Source: an optimization exercise on an open RTL-to-GDS flow (aim: small area). Production flows keep margins and buffers that such runs may drop. RTL that was checked went through simulation tests only; none was proved equivalent to the original. The clock port is modelled as an ideal driver; clocking choices that lean on that would not hold on a real chip. Power is estimated from default activity; no workload was simulated.

## lane 1
Design face_erode, start of the top module:
module face_erode #(
   parameter logic [11:0] H_DISP = 12'd480,
   parameter logic [11:0] V_DISP = 12'd272
) (
   input  logic        clk,
   input  logic        rst,
   input  logic        face_hsync,
   input  logic        face_vsync,
   input  logic [7:0]  face_data,
   input  logic        face_de,
   output logic        ero_hsync,
   output logic        ero_vsync,
   output logic [7:0]  ero_data,
   output logic        ero_de
);
Settings: LEC_CHECK=0, ABC_AREA=1, CAP_MARGIN=0, CORE_MARGIN=2, CORE_UTILIZATION=70, PLACE_DENSITY=0.8, SLEW_MARGIN=0; clock period 8.0 ns.
standard.sh (not shown) runs the stock make flow with config.mk's settings and CLKGATE_MAP_FILE= SYNTH_SCRIPT=/design/flow/synth_recipe.tcl, a recipe that flattens the netlist after the stock synthesis.
==> flow/flow/run.sh <==
#!/bin/bash
# Standard layout, with CTS told not to add dummy loads, port buffers of the
# smallest buffer, and leaf clock buffers sized down to a clock-pin slew target
# after CTS (flow/leaf_size.tcl). Each tool's output goes to its own log here
# and under orfs/logs.
set -euo pipefail
export CTS_ARGS="-sink_clustering_enable -repair_clock_nets -dont_use_dummy_load -sink_clustering_size 34 -sink_clustering_max_diameter 55 -buf_list {sky130_fd_sc_hd__clkbuf_8}"
export BUFFER_PORTS_ARGS="-buffer_cell sky130_fd_sc_hd__buf_1"
export POST_CTS_TCL="$PWD/flow/leaf_size.tcl"
export LEAF_SLEW_TARGET_PS=110
bash standard.sh finish > standard_finish.log 2>&1
Other scripts of this flow, unchanged in this note and not shown: flow/flow/leaf_size.tcl
## Diff of input files: lane 2 against lane 1
-- flow/flow/run.sh --
<<< lane 1, line 6
set -euo pipefail
export CTS_ARGS="-sink_clustering_enable -repair_clock_nets -dont_use_dummy_load -sink_clustering_size 34 -sink_clustering_max_diameter 55 -buf_list {sky130_fd_sc_hd__clkbuf_8}"
export BUFFER_PORTS_ARGS="-buffer_cell sky130_fd_sc_hd__buf_1"
>>> lane 2, line 6
set -euo pipefail
export CTS_ARGS="-sink_clustering_enable -repair_clock_nets -dont_use_dummy_load -sink_clustering_size 28 -sink_clustering_max_diameter 45 -buf_list {sky130_fd_sc_hd__clkbuf_8}"
export BUFFER_PORTS_ARGS="-buffer_cell sky130_fd_sc_hd__buf_1"
Diff lane 1 -> lane 2: sequential fraction of the synthesis area now sits at about the same level; post-layout instance count excluding filler cells higher; relative slew slack went up 0.51 points; data arrival at the endpoint of the critical path went up 100 ps. Re global-route wire length before repair: lane 2 and lane 1 aren't equal, and the higher value belongs to lane 1. In lane 2, fraction of final layout cells with drive strength greater than 1 is higher than in lane 1. In lane 2, the share of the clock period used by the worst path came out 0.87 points above the value in lane 1.
No run of this note included a check of the RTL's function; only the layout flow was run.


== build 15 ==
Another version of the RTL of face_erode (not shown whole).
For scale: ~780 flip-flops, ~24 I/O pins, about 25,000 sq um of cells after synthesis.
clock: 8.0 ns
lec_check: 0
cap_margin: 20
core_margin: 2
core_utilization: 40
slew_margin: 20
run.sh (not shown) runs the stock make flow with config.mk's settings and CLKGATE_MAP_FILE= SYNTH_SCRIPT=/design/flow/synth_recipe.tcl, a recipe that flattens the netlist after the stock synthesis.
Stock flow here: none of the scripts above is used.
--- input diff build 15..build 48 ---
# build 15
export LEC_CHECK = 0
export CAP_MARGIN = 20
export CORE_MARGIN = 2
export CORE_UTILIZATION = 40
export SLEW_MARGIN = 20
create_clock -name core_clock -period 8.0 [get_ports {clk}]
# build 48
export LEC_CHECK = 0
export ABC_AREA = 1
export CAP_MARGIN = 0
export CORE_MARGIN = 2
export CORE_UTILIZATION = 70
export PLACE_DENSITY = 0.8
export SLEW_MARGIN = 0
create_clock -name core_clock -period 8.0 [get_ports {clk}]
==> flow/flow/run.sh (new file) <==
#!/bin/bash
# Standard layout, with CTS told not to add dummy loads and port buffers of the
# smallest buffer. Each tool's output goes to its own log here and under orfs/logs.
set -euo pipefail
export CTS_ARGS="-sink_clustering_enable -repair_clock_nets -dont_use_dummy_load -sink_clustering_size 30 -sink_clustering_max_diameter 50 -buf_list {sky130_fd_sc_hd__clkbuf_8 sky130_fd_sc_hd__clkbuf_16}"
export BUFFER_PORTS_ARGS="-buffer_cell sky130_fd_sc_hd__buf_1"
bash standard.sh finish > standard_finish.log 2>&1
==> flow/standard.sh (new file) <==
#!/bin/bash
# synth_recipe.tcl (not shown) runs the flow's synth.tcl, then flattens the netlist and writes it again
# the make line also repeats each setting of config.mk as NAME=value (left out here)
make -C /OpenROAD-flow-scripts/flow DESIGN_CONFIG=/design/flow/config.mk WORK_HOME=/design/flow/orfs CLKGATE_MAP_FILE= SYNTH_SCRIPT=/design/flow/synth_recipe.tcl "${@:-finish}"
removed: flow/run.sh
## What came out
Relative to build 15, the number of instances in the synthesized netlist measured on build 48 has decreased slightly. The total power per unit cell area of build 48 falls short of that of build 15 by about 5%. Critical path data arrival time is lower on build 48. Build 48 ended with less critical path depth than build 15. Number of buffers outside the clock class in the layout: build 48 lower than build 15. Build 48 ended up with r_chain[61][1] as its critical path endpoint; build 15 ended up with r_s[6]. In the reports for build 48 and build 15, the smaller sequential share of cell area belongs to build 15. Signed area change from the synthesized netlist to the final layout: build 48 and build 15 compared, lower one is build 48.
### build 48 -> build 68
==> flow/flow/run.sh <==
#!/bin/bash
# Standard layout, with CTS told not to add dummy loads and port buffers of the
# smallest buffer. Each tool's output goes to its own log here and under orfs/logs.
set -euo pipefail
export CTS_ARGS="-sink_clustering_enable -repair_clock_nets -dont_use_dummy_load -sink_clustering_size 25 -sink_clustering_max_diameter 40 -buf_list {sky130_fd_sc_hd__clkbuf_8}"
export BUFFER_PORTS_ARGS="-buffer_cell sky130_fd_sc_hd__buf_1"
bash standard.sh finish > standard_finish.log 2>&1
[summary]
Between build 68 and build 48, the leakage dissipation is higher for build 48.
The arrival time of data at the critical path endpoint reported for build 68 is smaller than that of build 48 by 0.04 ns.
Global routing met3 resource utilization up 0.68 points in build 68 wrt build 48
[compare] base=build 48 new=build 68: layout-stage area growth over the synthesis result -0.73 points; final cell count +about 1.6%.
Build 68 reports its last element of the critical path as r_chain[71][1] while build 48 reports r_chain[61][1].
From build 48 to build 68 the numbers moved as follows: number of storage elements in the synthesis netlist stayed essentially flat; maximum frequency from static timing analysis rose by 1.7%; iteration count of the initial detailed-routing pass fell by 1; internal power consumption fell by 230 uW; fraction of layout cells with a size suffix above 1 rose by 2.1 points.
met2 as the most heavily used metal layer in global routing was reported by build 48, and met1 by build 68.
Between build 68 and build 48, it is build 68 whose length of routed met3 wiring is higher, by about 6%.


face_erode, a different RTL version from the one above (not shown whole).
For scale: about 940 cells after synthesis, ~780 flip-flops.
export LEC_CHECK = 0
export ABC_AREA = 1
export CAP_MARGIN = 0
export CORE_MARGIN = 2
export CORE_UTILIZATION = 70
export PLACE_DENSITY = 0.8
export SLEW_MARGIN = 0
create_clock -name core_clock -period 8.0 [get_ports {clk}]
standard.sh (not shown) runs the stock make flow with config.mk's settings and CLKGATE_MAP_FILE= SYNTH_SCRIPT=/design/flow/synth_recipe.tcl, a recipe that flattens the netlist after the stock synthesis.
==> flow/flow/run.sh <==
#!/bin/bash
# Standard layout, with CTS told not to add dummy loads, port buffers of the
# smallest buffer, and leaf clock buffers sized down to a clock-pin slew target
# after CTS (flow/leaf_size.tcl). Each tool's output goes to its own log here
# and under orfs/logs.
set -euo pipefail
export CTS_ARGS="-sink_clustering_enable -repair_clock_nets -dont_use_dummy_load -sink_clustering_size 30 -sink_clustering_max_diameter 45 -buf_list {sky130_fd_sc_hd__clkbuf_16}"
export BUFFER_PORTS_ARGS="-buffer_cell sky130_fd_sc_hd__buf_1"
export POST_CTS_TCL="$PWD/flow/leaf_size.tcl"
export LEAF_SLEW_TARGET_PS=116
bash standard.sh finish > standard_finish.log 2>&1
==> flow/flow/leaf_size.tcl <==
# POST_CTS hook: give each leaf clock buffer the smallest clkbuf size whose
# flip-flop clock pins all see a slew under the target (placement estimate).
set leaf_sizes {sky130_fd_sc_hd__clkbuf_1 sky130_fd_sc_hd__clkbuf_2 sky130_fd_sc_hd__clkbuf_4 sky130_fd_sc_hd__clkbuf_8 sky130_fd_sc_hd__clkbuf_16}
set target [expr {$::env(LEAF_SLEW_TARGET_PS) * 1e-12}]

proc pin_worst_slew {pin} {
  set w 0
  foreach e {rise fall} {
    foreach a {min max} {
      set s [sta::time_ui_sta [get_property $pin slew_${a}_$e]]
      if {$s > $w} { set w $s }
    }
  }
  return $w
}

proc leaf_sinks {inst} {
  set out [get_pins -of_objects $inst -filter "direction==output"]
  set net [get_nets -of_objects $out]
  set sinks {}
  foreach p [get_pins -of_objects $net -filter "direction==input"] {
    if {[get_property $p is_clock] || [string match */CLK [get_full_name $p]]} { lappend sinks $p }
  }
  return $sinks
}

proc worst_of {pins} {
  set w 0
  foreach p $pins { set s [pin_worst_slew $p]; if {$s > $w} { set w $s } }
  return $w
}

estimate_parasitics -placement
set leaves {}
foreach inst [get_cells *] {
  if {![string match "sky130_fd_sc_hd__clkbuf*" [get_property $inst ref_name]]} continue
  set sinks [leaf_sinks $inst]
  set ff 0
  foreach p $sinks { if {[string match */CLK [get_full_name $p]]} { incr ff } }
  if {$ff > 0} { lappend leaves [list $inst $sinks] }
}
puts "leaf_size: [llength $leaves] leaf clock buffers, target [expr {$target * 1e12}] ps"
for {set pass 0} {$pass < 3} {incr pass} {
  set changed 0
  foreach l $leaves {
    lassign $l inst sinks
    set name [get_full_name $inst]
    set cur [get_property $inst ref_name]
    set pick [lindex $leaf_sizes end]
    foreach m $leaf_sizes {
      replace_cell $name $m
      if {[worst_of $sinks] <= $target} { set pick $m; break }
    }
    replace_cell $name $pick
    if {$pick ne $cur} { incr changed }
  }
  set w 0
  foreach p [all_registers -clock_pins -edge_triggered] { set s [pin_worst_slew $p]; if {$s > $w} { set w $s } }
  puts "leaf_size: pass $pass changed $changed worst clock-pin slew [expr {$w * 1e12}] ps"
  if {$changed == 0} break
}
detailed_placement
estimate_parasitics -placement
set w 0
foreach p [all_registers -clock_pins -edge_triggered] { set s [pin_worst_slew $p]; if {$s > $w} { set w $s } }
puts "leaf_size: after legalisation worst clock-pin slew [expr {$w * 1e12}] ps"
report_worst_slack -min
report_worst_slack -max
The first run produced a clean layout.
Rerun with:
--- a/flow/flow/run.sh
+++ b/flow/flow/run.sh
@@ -7 +7 @@
-export CTS_ARGS="-sink_clustering_enable -repair_clock_nets -dont_use_dummy_load -sink_clustering_size 30 -sink_clustering_max_diameter 45 -buf_list {sky130_fd_sc_hd__clkbuf_16}"
+export CTS_ARGS="-sink_clustering_enable -repair_clock_nets -dont_use_dummy_load -sink_clustering_size 22 -sink_clustering_max_diameter 35 -buf_list {sky130_fd_sc_hd__clkbuf_8}"
@@ -10,0 +11 @@
+export RECOVER_POWER=1
--- a/flow/flow/leaf_size.tcl
+++ b/flow/flow/leaf_size.tcl
@@ -61,0 +62,26 @@
+# Then the clock buffers above the leaves, smallest first, as long as no
+# clock pin goes over the target.
+proc worst_clk_pin {} {
+  set w 0
+  foreach p [all_registers -clock_pins -edge_triggered] { set s [pin_worst_slew $p]; if {$s > $w} { set w $s } }
+  return $w
+}
+set leaf_names {}
+foreach l $leaves { lappend leaf_names [get_full_name [lindex $l 0]] }
+foreach inst [get_cells *] {
+  set name [get_full_name $inst]
+  if {![string match "sky130_fd_sc_hd__clkbuf*" [get_property $inst ref_name]]} continue
+  if {[lsearch -exact $leaf_names $name] >= 0} continue
+  set cur [get_property $inst ref_name]
+  set pick $cur
+  foreach m $leaf_sizes {
+    if {$m eq $cur} break
+    replace_cell $name $m
+    if {[worst_clk_pin] <= $target && [sta::max_slew_violation_count] == 0} { set pick $m; break }
+  }
+  replace_cell $name $pick
+  puts "leaf_size: tree buffer $name $cur -> $pick"
+}
+if {$::env(RECOVER_POWER)} {
+  repair_timing -recover_power 100
+}
Effect: With this change the flow never finished: it broke off in 4_1_cts, error EST-0104; synthesized cell count stays the same; synthesized area does not change.
Rerun with:
--- a/flow/flow/run.sh
+++ b/flow/flow/run.sh
@@ -11 +10,0 @@
-export RECOVER_POWER=1
--- a/flow/flow/leaf_size.tcl
+++ b/flow/flow/leaf_size.tcl
@@ -62,26 +61,0 @@
-# Then the clock buffers above the leaves, smallest first, as long as no
-# clock pin goes over the target.
-proc worst_clk_pin {} {
-  set w 0
-  foreach p [all_registers -clock_pins -edge_triggered] { set s [pin_worst_slew $p]; if {$s > $w} { set w $s } }
-  return $w
-}
-set leaf_names {}
-foreach l $leaves { lappend leaf_names [get_full_name [lindex $l 0]] }
-foreach inst [get_cells *] {
-  set name [get_full_name $inst]
-  if {![string match "sky130_fd_sc_hd__clkbuf*" [get_property $inst ref_name]]} continue
-  if {[lsearch -exact $leaf_names $name] >= 0} continue
-  set cur [get_property $inst ref_name]
-  set pick $cur
-  foreach m $leaf_sizes {
-    if {$m eq $cur} break
-    replace_cell $name $m
-    if {[worst_clk_pin] <= $target && [sta::max_slew_violation_count] == 0} { set pick $m; break }
-  }
-  replace_cell $name $pick
-  puts "leaf_size: tree buffer $name $cur -> $pick"
-}
-if {$::env(RECOVER_POWER)} {
-  repair_timing -recover_power 100
-}
Now the flow completed with no timing, DRC or antenna violations; synthesized area stays the same; synthesized cell count stays the same.


face_erode with an RTL version that a note above also has.
Size: roughly 780 flip-flops, about 24 I/O pins.
Design face_erode, start of the top module:
module face_erode #(
   parameter logic [11:0] H_DISP = 12'd480,
   parameter logic [11:0] V_DISP = 12'd272
) (
   input  logic        clk,
   input  logic        rst,
   input  logic        face_hsync,
   input  logic        face_vsync,
   input  logic [7:0]  face_data,
   input  logic        face_de,
   output logic        ero_hsync,
   output logic        ero_vsync,
   output logic [7:0]  ero_data,
   output logic        ero_de
);
Settings: LEC_CHECK=0, ABC_AREA=1, CAP_MARGIN=20, CORE_MARGIN=2, CORE_UTILIZATION=70, CTS_BUF_LIST=sky130_fd_sc_hd__clkbuf_8 sky130_fd_sc_hd__clkbuf_16, CTS_CLUSTER_DIAMETER=50, CTS_CLUSTER_SIZE=30, PLACE_DENSITY=0.8, SLEW_MARGIN=20; clock period 8.0 ns.
run.sh (not shown) runs the stock make flow with config.mk's settings and CLKGATE_MAP_FILE= SYNTH_SCRIPT=/design/flow/synth_recipe.tcl, a recipe that flattens the netlist after the stock synthesis.
Stock flow here: none of the scripts above is used.
Rerun with:
Settings changed: ABC_AREA 1 to default, CTS_BUF_LIST sky130_fd_sc_hd__clkbuf_8 sky130_fd_sc_hd__clkbuf_16 to sky130_fd_sc_hd__clkbuf_4 sky130_fd_sc_hd__clkbuf_8, CTS_CLUSTER_DIAMETER 50 to default, CTS_CLUSTER_SIZE 30 to default.
Result: Clock skew rises by 0.0057 ns; design area rises by a few percent; count of clock-buffer cells in the layout rises by 108; sequential share of layout area falls by 2.2 points; wire length falls by a few percent; sequential power falls by a few percent; final cell count rises by a little under a tenth; total power rises slightly; clock power rises by roughly a tenth; area after synthesis rises slightly.
Rerun with:
==> flow/flow/run.sh (new file) <==
#!/bin/bash
# Standard layout, with CTS told not to add dummy loads and port buffers of the
# smallest buffer. Each tool's output goes to its own log here and under orfs/logs.
set -euo pipefail
export CTS_ARGS="-sink_clustering_enable -repair_clock_nets -dont_use_dummy_load -sink_clustering_size 16 -sink_clustering_max_diameter 30 -buf_list {sky130_fd_sc_hd__clkbuf_4 sky130_fd_sc_hd__clkbuf_8}"
export BUFFER_PORTS_ARGS="-buffer_cell sky130_fd_sc_hd__buf_1"
bash standard.sh finish > standard_finish.log 2>&1
==> flow/standard.sh (new file) <==
#!/bin/bash
# synth_recipe.tcl (not shown) runs the flow's synth.tcl, then flattens the netlist and writes it again
# the make line also repeats each setting of config.mk as NAME=value (left out here)
make -C /OpenROAD-flow-scripts/flow DESIGN_CONFIG=/design/flow/config.mk WORK_HOME=/design/flow/orfs CLKGATE_MAP_FILE= SYNTH_SCRIPT=/design/flow/synth_recipe.tcl "${@:-finish}"
Settings changed: ABC_AREA from default to 1, CAP_MARGIN 20 to 0, CTS_BUF_LIST sky130_fd_sc_hd__clkbuf_4 sky130_fd_sc_hd__clkbuf_8 to default, SLEW_MARGIN 20 to 0.
removed: flow/run.sh
Register-to-register slack improved by 0.80 ns.
Worst setup slack gains 0.79 ns.
Cell count is lower by 6.2%.
Sequential share of layout area is higher by 3.1 points.
Routed wire length fell by 4.3%.
Rerun with:
==> flow/run.sh (new file) <==
#!/bin/bash
# synth_recipe.tcl (not shown) runs the flow's synth.tcl, then flattens the netlist and writes it again
# the make line also repeats each setting of config.mk as NAME=value (left out here)
make -C /OpenROAD-flow-scripts/flow DESIGN_CONFIG=/design/flow/config.mk WORK_HOME=/design/flow/orfs CLKGATE_MAP_FILE= SYNTH_SCRIPT=/design/flow/synth_recipe.tcl finish
Settings changed: CAP_MARGIN 0 to 20, CTS_BUF_LIST from default to sky130_fd_sc_hd__clkbuf_4 sky130_fd_sc_hd__clkbuf_8, CTS_CLUSTER_DIAMETER from default to 40, CTS_CLUSTER_SIZE from default to 20, SLEW_MARGIN 0 to 20.
removed: flow/flow/run.sh
removed: flow/standard.sh
After rerunning: The changed run completed with no timing, DRC or antenna violations; worst setup slack improves by 0.13 ns; routed wire length rises by 0.77%; sequential share of layout area is lower by 0.71 points; register-to-register slack got worse by 0.11 ns; power goes up by 0.92%; via count shrinks by 2.0%; global-route usage goes up by 0.12 points; cell area rises by about 0.8%; worst hold slack gets better by 0.023 ns; maximum frequency went up by about 3%; flip-flop and latch count is unchanged.

[afterwards: timing with drivers on the ports]
Ports are ideal in the flow. The routed layouts listed here were re-timed in OpenROAD.
Step 1: set_driving_cell puts a clkbuf_16 on clk and a buf_2 on each other input, an assumption about the parent block.
Step 2 times the ports against the registers' clock, not the clock port: input delays grow and output delays shrink by t, the midpoint of the rising clock arrivals with the driver on.
a / b / c = no drivers / after step 1 / after step 2; a / b = the first two.
run	shift t [ns]	setup slack, ns	worst setup path at the end	worst register clock-pin slew, ns	pins driven straight from the clock port
lane 1	0.605	0.761 / 0.761 / 0.761	register to register	0.11 / 0.11	1
lane 2	0.612	0.692 / 0.692 / 0.692	register to register	0.12 / 0.12	1
build 15	0.645	3.050 / 3.066 / 2.421	input to register	0.07 / 0.07	1
build 48	0.605	3.739 / 3.762 / 3.157	input to register	0.10 / 0.10	1
build 68	0.643	3.812 / 3.834 / 3.191	input to register	0.13 / 0.13	1
the first run of note 3	0.589	3.769 / 3.769 / 3.646	input to register	0.12 / 0.12	1
the third run of note 3	0.641	4.113 / 4.113 / 3.785	input to register	0.11 / 0.11	1
the first run of note 4	0.625	3.711 / 3.740 / 3.115	input to register	0.10 / 0.10	1
the second run of note 4	0.720	3.008 / 3.031 / 2.310	input to register	0.07 / 0.07	1
the third run of note 4	0.675	3.802 / 3.822 / 3.147	input to register	0.09 / 0.09	1
the fourth run of note 4	0.654	3.928 / 3.950 / 3.296	input to register	0.12 / 0.12	1
After both steps every run listed still meets setup and hold. For the second run of note 4, which loses most, drivers alone change the setup slack by +0.023 ns; drivers and shift together by -0.698 ns.
